Background: an optimization exercise with open tools, aiming at small area. Do not read the settings as production practice.
In this exercise RTL edits were held to simulation tests only and were not proved equivalent to the original.
Power is estimated from default activity; no workload was simulated.

**config.mk**
```make
export PLATFORM = sky130hd
export DESIGN_NAME = dll_tx_top
export DESIGN_NICKNAME = dll_tx_top
export VERILOG_FILES = /design/flow/design.v
export SDC_FILE = /design/flow/constraint.sdc
export NUM_CORES = 4
export LEC_CHECK = 0
export CAP_MARGIN = 20
export CORE_MARGIN = 2
export CORE_UTILIZATION = 40
export PLACE_DENSITY = 0.6
export SLEW_MARGIN = 20
```
**constraint.sdc**
```tcl
create_clock -name core_clock -period 7.0 [get_ports {clk_i}]
set_input_delay 1.4000 -clock core_clock [delete_from_list [all_inputs] [get_ports {clk_i}]]
set_output_delay 1.4000 -clock core_clock [all_outputs]
set_load 0.01 [all_outputs]
```
**design.v**
```verilog
`timescale 1ns/100ps
package dll_tx_pkg;
  typedef logic [31:0] dword_t;
  typedef logic [3:0]  keep_t;
  typedef logic [11:0] seq_num_t;
  typedef logic [7:0]  hdr_credit_t;
  typedef logic [11:0] data_credit_t;
  typedef logic [9:0]  tlp_len_t;
  typedef logic [31:0] crc_t;
  typedef enum logic [2:0] {
    CC_NONE,
    CC_P_HDR,
    CC_P_DATA,
    CC_NP_HDR,
    CC_NP_DATA,
    CC_CPL_HDR,
    CC_CPL_DATA
  } credit_class_e;
  localparam logic [7:0] TK_MRD    = 8'h00;
  localparam logic [7:0] TK_MWR    = 8'h40;
  localparam logic [7:0] TK_IORD   = 8'h02;
  localparam logic [7:0] TK_IOWR   = 8'h42;
  localparam logic [7:0] TK_CFGRD0 = 8'h04;
  localparam logic [7:0] TK_CFGWR0 = 8'h44;
  localparam logic [7:0] TK_MSG    = 8'h30;
  localparam logic [7:0] TK_MSGD   = 8'h70;
  localparam logic [7:0] TK_CPL    = 8'h0A;
  localparam logic [7:0] TK_CPLD   = 8'h4A;
  localparam int DW_PER_DATA_CREDIT = 4;
  localparam crc_t CRC_POLY = 32'hEDB88320;
endpackage
`timescale 1ns/100ps
module dll_tx_top
#(
  parameter dll_tx_pkg::seq_num_t SEQ_INIT = '0
) (
  input  logic         clk_i,
  input  logic         rst_i,
  input  dll_tx_pkg::dword_t       s_tdata_i,
  input  logic         s_tvalid_i,
  input  logic         s_tlast_i,
  output logic         s_tready_o,
  output dll_tx_pkg::dword_t       m_tdata_o,
  output dll_tx_pkg::keep_t        m_tkeep_o,
  output logic         m_tvalid_o,
  output logic         m_tlast_o,
  input  logic         m_tready_i,
  output dll_tx_pkg::seq_num_t     seq_num_o,
  input  logic         update_fc_i,
  input  dll_tx_pkg::hdr_credit_t  fc_ph_i,
  input  dll_tx_pkg::hdr_credit_t  fc_nph_i,
  input  dll_tx_pkg::hdr_credit_t  fc_cplh_i,
  input  dll_tx_pkg::data_credit_t fc_pd_i,
  input  dll_tx_pkg::data_credit_t fc_npd_i,
  input  dll_tx_pkg::data_credit_t fc_cpld_i
);
  localparam logic [2:0] ST_CLR  = 3'd0;
  localparam logic [2:0] ST_CRD  = 3'd1;
  localparam logic [2:0] ST_REV  = 3'd2;
  localparam logic [2:0] ST_DATA = 3'd3;
  localparam logic [2:0] ST_PW   = 3'd4;
  localparam logic [2:0] ST_TAIL = 3'd5;
  localparam logic [2:0] ST_C1   = 3'd6;
  localparam logic [2:0] ST_C2   = 3'd7;
  logic [2:0]  st_q, st_d;
  logic [4:0]  cnt_q;
  logic        run, fin;
  logic [31:0] crc_q;       
  logic [15:0] carry_q;     
  logic [11:0] seq_q;
  logic        fcv_q;       
  logic        cc_q;        
  logic [7:0]  lph_q, lnph_q, lcplh_q;
  logic [11:0] lpd_q, lnpd_q, lcpld_q;
  logic [19:0] up_q, unp_q, ucpl_q;
  logic [7:0] ft;
  logic       t_p, t_np, t_cpl, d_len, d_one, has;
  logic [7:0] dl, rd;
  assign ft    = s_tdata_i[7:0];
  assign t_p   = (ft == 8'h40) || (ft == 8'h70) || (ft == 8'h30);
  assign t_np  = (ft == 8'h00) || (ft == 8'h02) || (ft == 8'h04) || (ft == 8'h42) || (ft == 8'h44);
  assign t_cpl = (ft == 8'h0A) || (ft == 8'h4A);
  assign d_len = (ft == 8'h40) || (ft == 8'h70) || (ft == 8'h4A);
  assign d_one = (ft == 8'h42) || (ft == 8'h44);
  assign has   = t_p || t_np || t_cpl;
  assign dl    = {s_tdata_i[17:16], s_tdata_i[31:26]};
  assign rd    = d_one ? 8'd1 : (d_len ? ((dl == 8'd0) ? 8'd1 : dl) : 8'd0);
  logic hok, pre_ok, dok;
  logic [11:0] xp, xnp, xcpl;
  assign hok = (t_p   && (lph_q   != up_q[7:0])) ||
               (t_np  && (lnph_q  != unp_q[7:0])) ||
               (t_cpl && (lcplh_q != ucpl_q[7:0]));
  assign pre_ok = !has || (fcv_q && hok);
  assign xp   = lpd_q   - up_q[19:8];
  assign xnp  = lnpd_q  - unp_q[19:8];
  assign xcpl = lcpld_q - ucpl_q[19:8];
  assign dok  = !has || (t_p && !xp[11]) || (t_np && !xnp[11]) || (t_cpl && !xcpl[11]);
  logic e20;
  assign e20 = cnt_q[4] && cnt_q[2];
  always_comb begin
    run = 1'b0;
    fin = 1'b0;
    case (st_q)
      ST_CLR, ST_REV: begin run = 1'b1; fin = e20; end
      ST_CRD:  begin run = (cnt_q != 5'd0) || (s_tvalid_i && pre_ok); fin = e20; end
      ST_DATA: begin run = s_tvalid_i; fin = &cnt_q; end
      ST_TAIL: begin run = 1'b1; fin = cnt_q[4]; end
      default: ;
    endcase
  end
  always_comb begin
    st_d = st_q;
    case (st_q)
      ST_CLR:  if (fin) st_d = ST_CRD;
      ST_CRD:  if (fin) st_d = dok ? ST_DATA : ST_REV;
      ST_REV:  if (fin) st_d = ST_CRD;
      ST_DATA: if (fin) st_d = ST_PW;
      ST_PW:   if (m_tready_i) st_d = s_tlast_i ? ST_TAIL : ST_DATA;
      ST_TAIL: if (fin) st_d = ST_C1;
      ST_C1:   if (m_tready_i) st_d = ST_C2;
      default: if (m_tready_i) st_d = ST_CRD;
    endcase
  end
  always_ff @(posedge clk_i) begin
    if (rst_i) begin
      st_q  <= ST_CLR;
      cnt_q <= '0;
    end else begin
      st_q  <= st_d;
      cnt_q <= (run && !fin) ? cnt_q + 5'd1 : 5'd0;
    end
  end
  logic pass, clr, rot_p, rot_np, rot_cpl, u, r, cin, w, sub, cout;
  assign clr  = (st_q == ST_CLR);
  assign sub  = (st_q == ST_REV);
  assign pass = ((st_q == ST_CRD) && run) || sub;
  assign rot_p   = clr || (pass && !e20 && t_p);
  assign rot_np  = clr || (pass && !e20 && t_np);
  assign rot_cpl = clr || (pass && !e20 && t_cpl);
  assign u    = (t_p && up_q[0]) || (t_np && unp_q[0]) || (t_cpl && ucpl_q[0]);
  assign r    = (cnt_q == 5'd0) || ((cnt_q[4:3] == 2'b01) && rd[cnt_q[2:0]]);
  assign cin  = cc_q && (cnt_q != 5'd0) && (cnt_q != 5'd8);
  assign w    = !clr && (u ^ r ^ cin);
  assign cout = ((u ^ sub) && r) || ((u ^ sub) && cin) || (r && cin);
  always_ff @(posedge clk_i) begin
    cc_q <= cout;
    if (rot_p)   up_q   <= {w, up_q[19:1]};
    if (rot_np)  unp_q  <= {w, unp_q[19:1]};
    if (rot_cpl) ucpl_q <= {w, ucpl_q[19:1]};
  end
  always_ff @(posedge clk_i) begin
    if (update_fc_i) begin
      lph_q   <= fc_ph_i;
      lnph_q  <= fc_nph_i;
      lcplh_q <= fc_cplh_i;
      lpd_q   <= fc_pd_i;
      lnpd_q  <= fc_npd_i;
      lcpld_q <= fc_cpld_i;
    end
  end
  always_ff @(posedge clk_i) begin
    if (rst_i) fcv_q <= 1'b0;
    else if (update_fc_i) fcv_q <= 1'b1;
  end
  logic        b, g, crc_en, crc_clr;
  logic [31:0] crc_step;
  assign b        = cnt_q[4] ? s_tdata_i[cnt_q[3:0]] : carry_q[cnt_q[3:0]];
  assign g        = crc_q[0] ^ b;
  assign crc_step = {g, crc_q[31:1] ^ ({31{~g}} & dll_tx_pkg::CRC_POLY[30:0])};
  assign crc_clr  = (st_q == ST_CLR) || (st_q == ST_CRD) || (st_q == ST_REV);
  assign crc_en   = ((st_q == ST_DATA) && s_tvalid_i) || ((st_q == ST_TAIL) && !cnt_q[4]);
  always_ff @(posedge clk_i) begin
    if (crc_clr) crc_q <= '0;
    else if (crc_en) crc_q <= crc_step;
  end
  logic is_pw, is_c1, is_c2;
  assign is_pw = (st_q == ST_PW);
  assign is_c1 = (st_q == ST_C1);
  assign is_c2 = (st_q == ST_C2);
  always_ff @(posedge clk_i) begin
    if (is_pw && m_tready_i) carry_q <= s_tdata_i[31:16];
    else if (is_c1 && m_tready_i) carry_q <= crc_q[31:16];
    else if (st_q == ST_CRD) carry_q <= {seq_q[7:0], 4'h0, seq_q[11:8]};
  end
  always_ff @(posedge clk_i) begin
    if (rst_i) seq_q <= SEQ_INIT;
    else if (is_c1 && m_tready_i) seq_q <= seq_q + 12'd1;
  end
  assign m_tvalid_o = is_pw || is_c1 || is_c2;
  assign m_tlast_o  = is_c2;
  assign m_tkeep_o  = {~is_c2, ~is_c2, 2'b11};
  assign m_tdata_o  = {({16{is_pw}} & s_tdata_i[15:0]) | ({16{is_c1}} & crc_q[15:0]), carry_q};
  assign s_tready_o = is_pw && m_tready_i;
  assign seq_num_o  = seq_q;
endmodule
```
**run.sh**
```bash
#!/bin/bash
# synth_recipe.tcl (not shown) runs the flow's synth.tcl, then flattens the netlist and writes it again
# the make line also repeats each setting of config.mk as NAME=value (left out here)
make -C /OpenROAD-flow-scripts/flow DESIGN_CONFIG=/design/flow/config.mk WORK_HOME=/design/flow/orfs CLKGATE_MAP_FILE= SYNTH_SCRIPT=/design/flow/synth_recipe.tcl finish
```
==> impl_metrics.csv <==
group,metric,value,unit
run_status,status,"timing/DRC/antenna clean",
synthesis,synthArstFlopShare,0,
clocking,cts_root_buffer,"clkbuf_16",
worst_setup_path,path_cells,"clkdlybuf4s50_1 -> or4_4 -> a2111oi_4 -> a21boi_1 -> o31ai_1 -> a22o_1 -> o31ai_4",
sta,setup-tns-final,0,ns
floorplanning,design.core.area,0.0217,mm^2
sta,clock_skew,0.0104,ns
pwr,max-vdd-ir-drop,0.168,mV
hold_path,holdPathStages,0,
clocking,cts_setup_buffers,0,
synthesis,syn_area,0.00876,mm^2
synthesis,synth_area_leaders,"edfxtp_1 (47%), dfxtp_1 (12%), ha_1 (4.9%)",
synthesis,synth_edf_count,136,
pwr,total_power,3.74,mW
sta,rsz0062_at_grt,"false",
synthesis,synthXorXnorAreaFrac,0.0550,
sta,holdWs,0.452,ns
synthesis,synth_adder_area_share,0.0485,
grt,grt_pass1_vias,5941,
sta,period_share,0.642,
worst_setup_path,cp_slowest_stage_delay,0.92,ns
sta,report.final.setup_viol,0,
grt,grt_pass1_wl,32700,um
sta,worst_pin_slew,1.04,ns
placed_design,dp_hpwl,14400,um
worst_setup_path,r2r-start,"cnt_q[0]",
clocking,cts_buffers,17,
placed_design,portBuffers,146,
sta,hold_viol,0,
floorplanning,die_x,152,um
synthesis,synth_top_family_by_area,"simple AND/OR/NAND/NOR gates",
clocking,cts_tree,"done",
placed_design,placedCellCount,1147,
drt,first_pass_iters,5,
synthesis,synth_commonest_cells,"edfxtp_1 (136), nand2_1 (78), dfxtp_1 (54), nor2_1 (54), xor2_1 (45)",
synthesis,synth_top_area_share,0.466,
synthesis,synth-compound-area-share,0.0864,
pwr,power_density,337,mW/mm^2
sta,max_slew_margin,0.304,
worst_setup_path,reg2reg_to,"crc_q[19]",
synthesis,synthSimpleGateAreaFrac,0.116,
drt,first_iter_violations,373,
cells_and_area,diodes,0,
worst_setup_path,cpMaxStageDelayCell,"o31ai_4",
cells_and_area,final_area,0.0111,mm^2
synthesis,avgSynthCellArea,11.7,um^2
cells_and_area,areaGrowthSynthToFinish,26.5,%
cells_and_area,fin_util,0.511,
sta,timing.fmax,223,MHz
synthesis,ys.flop_type,"edfxtp_1",
floorplanning,row_count,54,
cells_and_area,stdcell_count,1179,
sta,slew_viol_final,0,
worst_setup_path,crit_fanout,20,
worst_setup_path,start_kind,"input port",
clocking,cts.clk_slew.worst_paths,0.07,ns
cells_and_area,drive_gt1_frac,0.0679,
synthesis,synth.most_common_cell,"edfxtp_1",
synthesis,seq_area_frac_synth,0.589,
drt,routed_wirelength,20300,um
worst_setup_path,cp_num_buf_inv,1,
floorplanning,start_util,0.404,
flow_run,max-cap-violations,0,
grt,grt_max_degree,62,
drt,antenna_left,0,
placed_design,place.gp.congestion,0.813,
synthesis,synthDominantAreaCellType,"edfxtp_1",
hold_path,hp-class,"reg -> reg",
clocking,cts_resized,0,
drt,drc_errors,0,
clocking,clock-sinks,190,
hold_path,worstHoldStart,"ucpl_q[15]",
synthesis,yosys_warnings,1,
worst_setup_path,cp.depth,7,
drt,wire_per_inst,17.2,um
pwr,leakagePower,3.96,nW
clocking,clkLatencyLatePin,0.43,ns
placed_design,pre_cts_ws,2.03,ns
floorplanning,pin_count,149,
grt,grt_use_total,0.179,
cells_and_area,final_nets,1018,
sta,timing.final.crit_period,4.49,ns
sta,layout_setup_ws,2.51,ns
clocking,ctsLongestPathBuffers,2,
worst_setup_path,critical_path_class,"in -> reg",
drt,vias,6034,
synthesis,synthDistinctLibCells,61,
worst_setup_path,cp.arrival,4.54,ns
floorplanning,die_h,152,um
grt,antenna_found_initial,1,
clocking,hold_buffers,0,
synthesis,synthCells,750,
clocking,htree_levels,4,
synthesis,synthMuxAreaShare,0.0677,
worst_setup_path,crit_required,7.05,ns
placed_design,placed_area,0.0105,mm^2
synthesis,ys_ff_latch,190,
worst_setup_path,rrSetupSlack,3.79,ns
worst_setup_path,end_kind,"flip-flop",
worst_setup_path,reg2regPathDepth,9,
worst_setup_path,cp_top_family,"compound AO/OA/AOI/OAI gates",
drt,vias_per_cell,5.12,
floorplanning,die_area,0.0231,mm^2
hold_path,min_to,"ucpl_q[14]",
cells_and_area,fill_cells,1950,
grt,grt-ovfl-total,0,
==> where the power goes <==
| part | internal [mW] | switching [mW] | total, mW |
|---|---|---|---|
| logic | 0.441 | 0.611 | 1.05 |
| registers | 1.57 | 0.166 | 1.73 |
| clock network | 0.512 | 0.444 | 0.956 |
==> per-layer routing <==
metal / GRT usage / vias up / part of all wire
li1: - / 2967 / -
met1: 0.254 / 2920 / 0.49
met2: 0.281 / 135 / 0.46
met3: 0.0396 / 12 / 0.045
met4: 0.0467 / 0 / 0.0094
met5: 0 / - / 0
==> sequential cells by signal, summed over array words and instances, names as in the netlist, 12 cells and up <==
| register | cells |
|---|---|
| ucpl_q | 20 |
| seq_q | 12 |
| up_q | 20 |
| crc_q | 32 |
| unp_q | 20 |
| carry_q | 16 |
| lnpd_q | 12 |
| lpd_q | 12 |
| lcpld_q | 12 |
==> worst max-delay path by stage <==
stage                 startpoint        end  slack [ns]
floorplan           s_tdata_i[1]  ucpl_q[0]        2.18
global placement    s_tdata_i[4]  unp_q[17]        2.16
detailed placement  s_tdata_i[4]  unp_q[14]        2.03
CTS                 s_tdata_i[4]   unp_q[2]        2.47
global route        s_tdata_i[4]   unp_q[7]        2.32
finish              s_tdata_i[4]   unp_q[2]        2.51
==> worst reg2reg max path: stages, from the launching register on <==
cell      delay [ns]
dfxtp_1         0.56
buf_4           0.30
mux4_2          0.54
mux4_2          0.47
nand2_1         0.08
nand3b_1        0.09
xor2_1          0.44
buf_4           0.34
xor2_1          0.22
o21ai_1         0.07
==> final cells by class <==
type | count | area [um^2] | area share
clock inverter | 11 | 91.3 | 0.00824
timing repair buffer | 152 | 1500 | 0.135
inverter | 43 | 161 | 0.0146
clock buffer | 21 | 487 | 0.0439
multi-input combinational | 482 | 3330 | 0.300
sequential | 190 | 5170 | 0.466
tap | 280 | 350 | 0.0316
==> kinds of logic after synthesis <==
| logic type | after synthesis |
|---|---|
| other | 1 |
| flip-flops | 190 |
| buffers and inverters | 79 |
| multiplexers | 51 |
| AND/OR/NAND/NOR | 218 |
| XOR/XNOR | 55 |
| AO/OA/AOI/OAI | 122 |
| adder cells (fa/ha/maj) | 34 |
==> layout by cell type (no fill, tap or decap), types with 7 or more instances in the layout <==
cell type,Yosys,final
clkdlybuf4s50_1,0,145
edfxtp_1,136,136
nand2_1,78,78
nor2_1,54,54
dfxtp_1,54,53
xor2_1,45,45
inv_1,43,43
a21oi_1,41,40
mux2i_1,39,39
ha_1,34,34
o21ai_0,31,31
nand3_1,25,25
clkbuf_16,0,19
nor4_1,10,10
xnor2_1,10,10
nor3_1,9,9
nand2b_1,9,9
o21ai_1,9,9
or3_1,7,7

-- port drivers added, routing unchanged --
The results above use ideal ports. As a check the final layout listed here was re-extracted and re-timed, cells and wires unchanged.
Step 1 sets driving cells, clkbuf_16 on the clock port and buf_2 on the other inputs (assumed; they add their load-dependent delay and slew).
Step 2 moves the port delays by t, midway between the first and last clock arrival at a register: inputs arrive t later, outputs are due t later. That takes back most of the time a late clock gives input paths.
Slacks: no drivers / after step 1 / after step 2; pairs: no drivers / after step 1.
t (ns): 0.471
setup slack, ns: 2.506 / 2.531 / 2.060
clock arrival spread, ns: 0.011 / 0.011
cell pins on the clock port's net: 1
After both steps setup and hold are still met in this run. For this run, drivers alone change the setup slack by +0.025 ns; drivers and shift together by -0.446 ns.
